This design comes from an exercise in tuning for small area on the open sky130 flow, not from production work.
The RTL was checked by simulation tests, not by an equivalence proof against the original design.
Power figures rest on the tool's default switching activity, not on a simulated workload.

`design/flow/run.sh`:
```
#!/bin/bash
# synth_recipe.tcl (not shown) runs the flow's synth.tcl, then flattens the netlist and writes it again
# the make line also repeats each setting of config.mk as NAME=value (left out here)
make -C /OpenROAD-flow-scripts/flow DESIGN_CONFIG=/design/flow/config.mk WORK_HOME=/design/flow/orfs CLKGATE_MAP_FILE= SYNTH_SCRIPT=/design/flow/synth_recipe.tcl finish
```
`design/flow/config.mk`:
```
export PLATFORM = sky130hd
export DESIGN_NAME = mips_cpu_bus
export DESIGN_NICKNAME = mips_cpu_bus
export VERILOG_FILES = /design/flow/design.v
export SDC_FILE = /design/flow/constraint.sdc
export NUM_CORES = 4
export LEC_CHECK = 0
export CAP_MARGIN = 20
export CORE_MARGIN = 2
export CORE_UTILIZATION = 40
export SLEW_MARGIN = 20
```
`design/flow/constraint.sdc`:
```
create_clock -name core_clock -period 10.5 [get_ports {clk}]
set_input_delay 2.1000 -clock core_clock [delete_from_list [all_inputs] [get_ports {clk}]]
set_output_delay 2.1000 -clock core_clock [all_outputs]
set_load 0.01 [all_outputs]
```
`design/flow/design.v`:
```
package mips_pkg;
    localparam int word_w = 32;
    localparam int reg_addr_w = 5;
    localparam logic [word_w-1:0] reset_vector = 32'hbfc0_0000;
    localparam logic [word_w-1:0] halt_address = 32'h0000_0000;
    localparam logic [reg_addr_w-1:0] reg_zero = 5'd0;
    localparam logic [reg_addr_w-1:0] reg_v0 = 5'd2;
    typedef enum logic [5:0] {
        op_r     = 6'h00,
        op_j     = 6'h02,
        op_beq   = 6'h04,
        op_bne   = 6'h05,
        op_addiu = 6'h09,
        op_slti  = 6'h0a,
        op_sltiu = 6'h0b,
        op_andi  = 6'h0c,
        op_ori   = 6'h0d,
        op_xori  = 6'h0e,
        op_lui   = 6'h0f,
        op_lw    = 6'h23,
        op_sw    = 6'h2b
    } opcode_t;
    typedef enum logic [5:0] {
        fn_sll  = 6'h00,
        fn_srl  = 6'h02,
        fn_sra  = 6'h03,
        fn_jr   = 6'h08,
        fn_addu = 6'h21,
        fn_subu = 6'h23,
        fn_and  = 6'h24,
        fn_or   = 6'h25,
        fn_xor  = 6'h26,
        fn_slt  = 6'h2a,
        fn_sltu = 6'h2b
    } funct_t;
    typedef enum logic [3:0] {
        alu_add, alu_sub, alu_and, alu_or, alu_xor, alu_slt,
        alu_sltu, alu_sll, alu_srl, alu_sra, alu_lui
    } alu_op_t;
    typedef enum logic [1:0] {
        st_fetch, st_exec, st_mem, st_halted
    } cpu_state_t;
    typedef union packed {
        struct packed {
            opcode_t               opcode;
            logic [reg_addr_w-1:0] rs;
            logic [reg_addr_w-1:0] rt;
            logic [reg_addr_w-1:0] rd;
            logic [4:0]            shamt;
            funct_t                funct;
        } r_fmt;
        struct packed {
            opcode_t               opcode;
            logic [reg_addr_w-1:0] rs;
            logic [reg_addr_w-1:0] rt;
            logic [15:0]           imm;
        } i_fmt;
        struct packed {
            opcode_t     opcode;
            logic [25:0] index;
        } j_fmt;
    } instr_t;
endpackage
`timescale 1ns/10ps
import mips_pkg::*;
module mips_alu (
    input  mips_pkg::alu_op_t           alu_op,
    input  logic [mips_pkg::word_w-1:0] a,
    input  logic [mips_pkg::word_w-1:0] b,
    input  logic [4:0]        shamt,
    output logic [mips_pkg::word_w-1:0] alu_result,
    output logic              branch_equal
);
    logic              less_signed;
    logic              less_unsigned;
    logic [mips_pkg::word_w-1:0] sum;
    logic [mips_pkg::word_w-1:0] diff;
    logic [mips_pkg::word_w-1:0] shift_arith;
    assign sum = a + b;
    assign diff = a - b;
    assign less_signed = $signed(a) < $signed(b);
    assign less_unsigned = a < b;
    assign shift_arith = $signed(b) >>> shamt;
    always_comb begin
        case (alu_op)
            alu_add:
                alu_result = sum;
            alu_sub:
                alu_result = diff;
            alu_and:
                alu_result = a & b;
            alu_or:
                alu_result = a | b;
            alu_xor:
                alu_result = a ^ b;
            alu_slt:
                alu_result = {{(mips_pkg::word_w-1){1'b0}}, less_signed};
            alu_sltu:
                alu_result = {{(mips_pkg::word_w-1){1'b0}}, less_unsigned};
            alu_sll:
                alu_result = b << shamt;
            alu_srl:
                alu_result = b >> shamt;
            alu_sra:
                alu_result = shift_arith;
            alu_lui:
                alu_result = {b[15:0], 16'h0000};
            default:
                alu_result = '0;
        endcase
    end
    assign branch_equal = a == b;
endmodule
`timescale 1ns/10ps
import mips_pkg::*;
module mips_reg_file (
    input  logic                  clk,
    input  logic                  reset,
    input  logic [mips_pkg::reg_addr_w-1:0] rs_addr,
    input  logic [mips_pkg::reg_addr_w-1:0] rt_addr,
    output logic [mips_pkg::word_w-1:0]     rs_data,
    output logic [mips_pkg::word_w-1:0]     rt_data,
    input  logic                  wr_en,
    input  logic [mips_pkg::reg_addr_w-1:0] wr_addr,
    input  logic [mips_pkg::word_w-1:0]     wr_data,
    output logic [mips_pkg::word_w-1:0]     register_v0
);
    logic [mips_pkg::word_w-1:0] regs [2**mips_pkg::reg_addr_w];
    always_ff @(posedge clk) begin
        if (reset) begin
            for (int i = 0; i < 2**mips_pkg::reg_addr_w; i++)
                regs[i] <= '0;
        end else if (wr_en && wr_addr != reg_zero) begin
            regs[wr_addr] <= wr_data;
        end
    end
    assign rs_data = regs[rs_addr];
    assign rt_data = regs[rt_addr];
    assign register_v0 = regs[reg_v0];
endmodule
`timescale 1ns/10ps
import mips_pkg::*;
module mips_control (
    input  logic                  clk,
    input  logic                  reset,
    output logic                  active,
    output logic [mips_pkg::word_w-1:0]     address,
    output logic                  read,
    output logic                  write,
    output logic [mips_pkg::word_w-1:0]     writedata,
    output logic [3:0]            byteenable,
    input  logic                  waitrequest,
    input  logic [mips_pkg::word_w-1:0]     readdata,
    output mips_pkg::instr_t                instr,
    output logic [mips_pkg::reg_addr_w-1:0] rs_addr,
    output logic [mips_pkg::reg_addr_w-1:0] rt_addr,
    input  logic [mips_pkg::word_w-1:0]     rs_data,
    input  logic [mips_pkg::word_w-1:0]     rt_data,
    output mips_pkg::alu_op_t               alu_op,
    output logic [mips_pkg::word_w-1:0]     alu_b,
    input  logic [mips_pkg::word_w-1:0]     alu_result,
    input  logic                  branch_equal,
    output logic                  wr_en,
    output logic [mips_pkg::reg_addr_w-1:0] wr_addr,
    output logic [mips_pkg::word_w-1:0]     wr_data
);
    mips_pkg::cpu_state_t        state;
    mips_pkg::instr_t            ir;
    logic [mips_pkg::word_w-1:0] pc;
    logic [mips_pkg::word_w-1:0] jump_target;
    logic              delay_slot;
    logic [mips_pkg::word_w-1:0] pc_plus4;
    logic [mips_pkg::word_w-1:0] imm_sext;
    logic [mips_pkg::word_w-1:0] imm_zext;
    logic [mips_pkg::word_w-1:0] next_target;
    logic              is_j;
    logic              is_jr;
    logic              is_beq;
    logic              is_bne;
    logic              is_load;
    logic              is_store;
    logic              is_flow;
    logic              take_flow;
    logic              use_imm;
    logic              zero_ext;
    logic              reg_write;
    logic              dest_rd;
    logic              fetch_req;
    logic              aligned;
    assign pc_plus4 = pc + 32'd4;
    assign imm_sext = {{16{ir.i_fmt.imm[15]}}, ir.i_fmt.imm};
    assign imm_zext = {16'h0000, ir.i_fmt.imm};
    assign is_j = ir.j_fmt.opcode == op_j;
    assign is_jr = ir.r_fmt.opcode == op_r && ir.r_fmt.funct == fn_jr;
    assign is_beq = ir.i_fmt.opcode == op_beq;
    assign is_bne = ir.i_fmt.opcode == op_bne;
    assign is_load = ir.i_fmt.opcode == op_lw;
    assign is_store = ir.i_fmt.opcode == op_sw;
    assign is_flow = is_j || is_jr || is_beq || is_bne;
    assign take_flow = is_j || is_jr || (is_beq && branch_equal) || (is_bne && !branch_equal);
    always_comb begin
        if (is_j)
            next_target = {pc_plus4[31:28], ir.j_fmt.index, 2'b00};
        else if (is_jr)
            next_target = rs_data;
        else
            next_target = pc_plus4 + {imm_sext[29:0], 2'b00};
    end
    always_comb begin
        alu_op = alu_add;
        use_imm = 1'b1;
        zero_ext = 1'b0;
        reg_write = 1'b1;
        dest_rd = 1'b0;
        case (ir.r_fmt.opcode)
            op_r: begin
                use_imm = 1'b0;
                dest_rd = 1'b1;
                case (ir.r_fmt.funct)
                    fn_sll:  alu_op = alu_sll;
                    fn_srl:  alu_op = alu_srl;
                    fn_sra:  alu_op = alu_sra;
                    fn_addu: alu_op = alu_add;
                    fn_subu: alu_op = alu_sub;
                    fn_and:  alu_op = alu_and;
                    fn_or:   alu_op = alu_or;
                    fn_xor:  alu_op = alu_xor;
                    fn_slt:  alu_op = alu_slt;
                    fn_sltu: alu_op = alu_sltu;
                    default: reg_write = 1'b0;
                endcase
            end
            op_addiu: alu_op = alu_add;
            op_slti:  alu_op = alu_slt;
            op_sltiu: alu_op = alu_sltu;
            op_andi: begin
                alu_op = alu_and;
                zero_ext = 1'b1;
            end
            op_ori: begin
                alu_op = alu_or;
                zero_ext = 1'b1;
            end
            op_xori: begin
                alu_op = alu_xor;
                zero_ext = 1'b1;
            end
            op_lui: begin
                alu_op = alu_lui;
                zero_ext = 1'b1;
            end
            op_beq, op_bne: begin
                alu_op = alu_sub;
                use_imm = 1'b0;
                reg_write = 1'b0;
            end
            default: reg_write = 1'b0;
        endcase
    end
    assign instr = ir;
    assign rs_addr = ir.r_fmt.rs;
    assign rt_addr = ir.r_fmt.rt;
    assign alu_b = !use_imm ? rt_data : (zero_ext ? imm_zext : imm_sext);
    assign aligned = alu_result[1:0] == 2'b00;
    assign fetch_req = !reset && state == st_fetch && pc != halt_address;
    assign read = fetch_req || (!reset && state == st_mem && is_load && aligned);
    assign write = !reset && state == st_mem && is_store && aligned;
    assign address = (state == st_mem) ? alu_result : pc;
    assign writedata = rt_data;
    assign byteenable = (read || write) ? 4'b1111 : 4'b0000;
    assign wr_en = (state == st_exec && reg_write)
                || (state == st_mem && is_load && aligned && !waitrequest);
    assign wr_addr = (state == st_exec && dest_rd) ? ir.r_fmt.rd : ir.i_fmt.rt;
    assign wr_data = (state == st_mem) ? readdata : alu_result;
    always_ff @(posedge clk) begin
        if (reset) begin
            state <= st_fetch;
            pc <= reset_vector;
            active <= 1'b1;
            delay_slot <= 1'b0;
        end else begin
            case (state)
                st_fetch: begin
                    if (pc == halt_address) begin
                        state <= st_halted;
                        active <= 1'b0;
                    end else if (!waitrequest) begin
                        state <= st_exec;
                    end
                end
                st_exec: begin
                    pc <= delay_slot ? jump_target : pc_plus4;
                    delay_slot <= take_flow;
                    state <= (is_load || is_store) ? st_mem : st_fetch;
                end
                st_mem: begin
                    if (!aligned || !waitrequest)
                        state <= st_fetch;
                end
                st_halted: state <= st_halted;
            endcase
        end
    end
    always_ff @(posedge clk) begin
        if (fetch_req && !waitrequest)
            ir <= readdata;
        if (state == st_exec && take_flow)
            jump_target <= next_target;
    end
endmodule
`timescale 1ns/10ps
import mips_pkg::*;
module mips_cpu_bus (
    input  logic              clk,
    input  logic              reset,
    output logic              active,
    output logic [mips_pkg::word_w-1:0] register_v0,
    output logic [mips_pkg::word_w-1:0] address,
    output logic              read,
    output logic              write,
    output logic [mips_pkg::word_w-1:0] writedata,
    output logic [3:0]        byteenable,
    input  logic              waitrequest,
    input  logic [mips_pkg::word_w-1:0] readdata
);
    mips_pkg::instr_t                instr;
    logic [mips_pkg::reg_addr_w-1:0] rs_addr;
    logic [mips_pkg::reg_addr_w-1:0] rt_addr;
    logic [mips_pkg::word_w-1:0]     rs_data;
    logic [mips_pkg::word_w-1:0]     rt_data;
    mips_pkg::alu_op_t               alu_op;
    logic [mips_pkg::word_w-1:0]     alu_b;
    logic [mips_pkg::word_w-1:0]     alu_result;
    logic                  branch_equal;
    logic                  wr_en;
    logic [mips_pkg::reg_addr_w-1:0] wr_addr;
    logic [mips_pkg::word_w-1:0]     wr_data;
    mips_control mips_control_i (
        .clk, .reset, .active,
        .address, .read, .write, .writedata, .byteenable, .waitrequest, .readdata,
        .instr, .rs_addr, .rt_addr, .rs_data, .rt_data,
        .alu_op, .alu_b, .alu_result, .branch_equal,
        .wr_en, .wr_addr, .wr_data
    );
    mips_reg_file mips_reg_file_i (
        .clk, .reset,
        .rs_addr, .rt_addr, .rs_data, .rt_data,
        .wr_en, .wr_addr, .wr_data,
        .register_v0
    );
    mips_alu mips_alu_i (
        .alu_op,
        .a            (rs_data),
        .b            (alu_b),
        .shamt        (instr.r_fmt.shamt),
        .alu_result,
        .branch_equal
    );
endmodule
```
==> notes.md <==
final timing paths:
| path | depth (start not counted) | from | slack, ps | endpoint |
|---|---|---|---|---|
| hold / removal | 1 | mips_control_i.active$_SDFFE_PP1P_ | 450 | mips_control_i.active$_SDFFE_PP1P_ |
| setup / recovery | 17 | register | 250 | byteenable[2] |
| setup reg to reg | 21 | register | 1680 | mips_reg_file_i.regs[30][22]$_SDFFCE_PN0P_ |
| hold reg to reg | 1 | mips_control_i.active$_SDFFE_PP1P_ | 450 | mips_control_i.active$_SDFFE_PP1P_ |
synthesized netlist by cell type, drive strengths merged (15+ instances only):
cell / n / share of area
nand2b: 72 / 0.0063
a21oi: 351 / 0.025
o22ai: 37 / 0.0032
o21ai: 144 / 0.010
clkbuf: 326 / 0.017
nor2: 1264 / 0.067
mux2i: 638 / 0.089
a2111oi: 15 / 0.0018
a211o: 16 / 0.0020
a22oi: 274 / 0.029
xor2: 29 / 0.0036
inv: 128 / 0.0067
dfxtp: 46 / 0.013
or3: 17 / 0.0015
a221oi: 27 / 0.0034
o21bai: 24 / 0.0025
a31oi: 44 / 0.0041
mux2: 30 / 0.0047
o221ai: 46 / 0.0056
nand4: 23 / 0.0020
or2: 24 / 0.0021
nand3: 85 / 0.0059
a211oi: 76 / 0.0080
buf: 283 / 0.026
nor4: 47 / 0.0050
nor3: 61 / 0.0043
nor2b: 25 / 0.0022
o211ai: 40 / 0.0042
xnor2: 34 / 0.0042
edfxtp: 1088 / 0.46
o21a: 18 / 0.0019
nand2: 304 / 0.017
a21o: 52 / 0.0055
and2: 29 / 0.0025
and3: 30 / 0.0026
ha: 130 / 0.023
o31ai: 27 / 0.0029
mux4: 328 / 0.10
metrics by stage:
step / area [sq um] / hold slack, ps
after detailed placement: 76400 / 443
after CTS: 80500 / 456
after global placement: 76400 / 435
after global routing: 80700 / 476
final: 80700 / 453
after floorplan: 71600 / 441
logic make-up after synthesis:
kind of cell	share of synthesized area
XOR/XNOR	0.00772
buffers and inverters	0.0504
other	0.0000524
flip-flops	0.470
AO/OA/AOI/OAI	0.128
adder cells (fa/ha/maj)	0.0236
multiplexers	0.197
AND/OR/NAND/NOR	0.124
worst max-delay path, delay by kind of cell (launching register included):
family | cells | cell delay (ps)
buffers and inverters | 6 | 2160
DFF | 1 | 660
adders and majority gates | 1 | 620
and+or+nand+nor | 5 | 1470
AOI/OAI and AO/OA | 2 | 700
muxes | 3 | 1640
state kept, by name, indices dropped and copies added, names as in the netlist, named ones only:
| register | cells |
|---|---|
| mips_control_i.jump_target | 32 |
| mips_control_i.ir | 32 |
| mips_control_i.delay_slot | 1 |
| mips_control_i.state | 2 |
| mips_reg_file_i.regs | 1024 |
| mips_control_i.pc | 32 |
| mips_control_i.active | 1 |
cell type report:
type,count,area (sq um),area share
Multi-Input combinational cell,4584,35000,0.434
Sequential cell,1134,33600,0.417
Timing Repair Buffer,479,4540,0.0562
Clock buffer,174,3490,0.0433
Tap cell,2355,2950,0.0365
Clock inverter,61,572,0.00709
Inverter,132,495,0.00614
Antenna cell,9,22.5,0.000279
per-layer routing:
metal / routed length [um] / track usage / up-vias
met5: 46 / 0 / -
met4: 28100 / 0.247 / 8
met3: 41400 / 0.0998 / 1094
met2: 145000 / 0.540 / 4742
met1: 123000 / 0.462 / 30100
li1: - / - / 24400
power breakdown:
group / total [mW] / switching [mW] / leakage, nW / internal [mW]
sequential: 5.44 / 0.269 / 11.5 / 5.17
combinational: 10.8 / 7.45 / 16.3 / 3.39
clock: 4.44 / 1.97 / 1.96 / 2.47
timing repair:
action	in CTS	in global routing
endpoints found under the setup margin	2	9
gates resized for setup	3	9
gates cloned	0	0
setup buffers	1	6
==> results.sh <==
export IMPL_clock_latency_ps=820
export IMPL_core_area_sq_um=178000
export IMPL_grt_pass1_wl_um=460000
export IMPL_crit_top_cell="buf_4"
export IMPL_fin_cells=8928
export IMPL_worst_path_max_delay_cell="mux2i_2"
export IMPL_placedCellCount=8674
export IMPL_finalWeightedCongestion=1.02
export IMPL_min_period_over_period=0.976
export IMPL_ys_types=106
export IMPL_relSlewSlack=0.266
export IMPL_worstPathCellList="buf_4 > buf_4 > mux4_2 > mux4_2 > mux2i_2 > inv_1 > ha_1 > clkinv_1 > nor4_1 > buf_4 > nand3_1 > or4_1 > o21ai_0 > nor4b_4 > nand2_1 > a21oi_1 > clkdlybuf4s50_1"
export IMPL_finClkSkew_ps=53.2
export IMPL_finalMaxSlewViolations=0
export IMPL_drt_first_pass_iters=6
export IMPL_fin_nets=6630
export IMPL_period_minus_slack_ps=10250
export IMPL_layout_setup_ws_ps=247
export IMPL_tns_ps=0
export IMPL_p_per_area_nw_per_um2=257
export IMPL_cts_tree="done"
export IMPL_cts_buffers=131
export IMPL_syn_area_sq_um=71500
export IMPL_outcome="no timing/DRC/antenna violations"
export IMPL_leakagePower_nw=29.8
export IMPL_start_util=0.402
export IMPL_yosysSeqAreaShare=0.470
export IMPL_cp_arrival_ps=8150
export IMPL_power_mw=20.7
export IMPL_rsz0062_at_grt="false"
export IMPL_antenna_found_initial=9
export IMPL_criticalPathCategory="register to output port"
export IMPL_cts_sinks=1134
export IMPL_synth_warnings=3
export IMPL_grt_usage=0.363
export IMPL_worst_pin_slew_ps=1090
export IMPL_grt_pass1_vias=57000
export IMPL_cts_clk_slew_worst_paths_ps=60
export IMPL_worstSetupStartpointType="register"
export IMPL_fill_cells=16300
export IMPL_ir_worst_vdd_mv=0.231
export IMPL_dp_final_hpwl_um=224000
export IMPL_holdBufCountCts=0
export IMPL_synthCells=6428
export IMPL_overflow=0
export IMPL_required_ps=8400
export IMPL_io_pins=138
export IMPL_htree_levels=4
export IMPL_synth_seq_cells=1134
export IMPL_std_cell_rows=155
export IMPL_routed_via_density=6.75
export IMPL_critPathCaptureType="output port"
export IMPL_post_place_ws_ps=721
export IMPL_final_cell_mix="nor2_1, edfxtp_1, mux2i_1"
export IMPL_critPathMaxFanout=23
export IMPL_finalSetupViolCount=0
export IMPL_wl_per_cell_um=37.9
export IMPL_drtIter0Drc=9872
export IMPL_utilization=0.453
export IMPL_slowest_delay_ps=750
export IMPL_die_w_um=427
export IMPL_clockRootBuffer="clkbuf_16"
export IMPL_syn_avg_cell_area_sq_um=11.1
export IMPL_synth_ff_type="edfxtp_1"
export IMPL_fmax_ghz=0.0975
export IMPL_async_flop_share=0
export IMPL_dieArea_sq_um=182000
export IMPL_grt_max_degree=89
export IMPL_synth_edf_count=1088
export IMPL_routed_wl_um=338000
export IMPL_drive_gt1_frac=0.164
export IMPL_hold_viol=0
export IMPL_final_antenna_net_count=0
export IMPL_final_common_cell="nor2_1"
export IMPL_clk_path_buf_depth=3
export IMPL_port_buffers=137
export IMPL_dr_total_vias=60300
export IMPL_drc=0
export IMPL_die_h_um=427
export IMPL_cap_viol_max_count=0
export IMPL_hold_class="register to register"
export IMPL_area_growth_pct=12.8

-- port drivers added, routing unchanged --
The flow's constraints put no driver on any port. The routed layout listed below was extracted and timed again, unchanged, in two steps.
Step 1 sets driving cells, clkbuf_16 on the clock port and buf_2 on the other inputs (assumed; they add their load-dependent delay and slew).
Step 2, shift: input delay + t, output delay - t, t = (earliest + latest rising clock arrival at the registers) / 2. This alone moves slack from input paths to output paths.
a / b / c = no drivers / after step 1 / after step 2; a / b = the first two.
t (ns): 0.881
setup WS [ns]: 0.247 / 0.159 / 1.040
worst hold slack (ns): 0.453 / 0.453 / 0.453
latest minus earliest clock arrival (ns): 0.053 / 0.053
slew at the worst register clock pin (ns): 0.07 / 0.07
After both steps setup and hold are still met in this run. For this run, drivers alone change the setup slack by -0.088 ns; drivers and shift together by +0.793 ns.
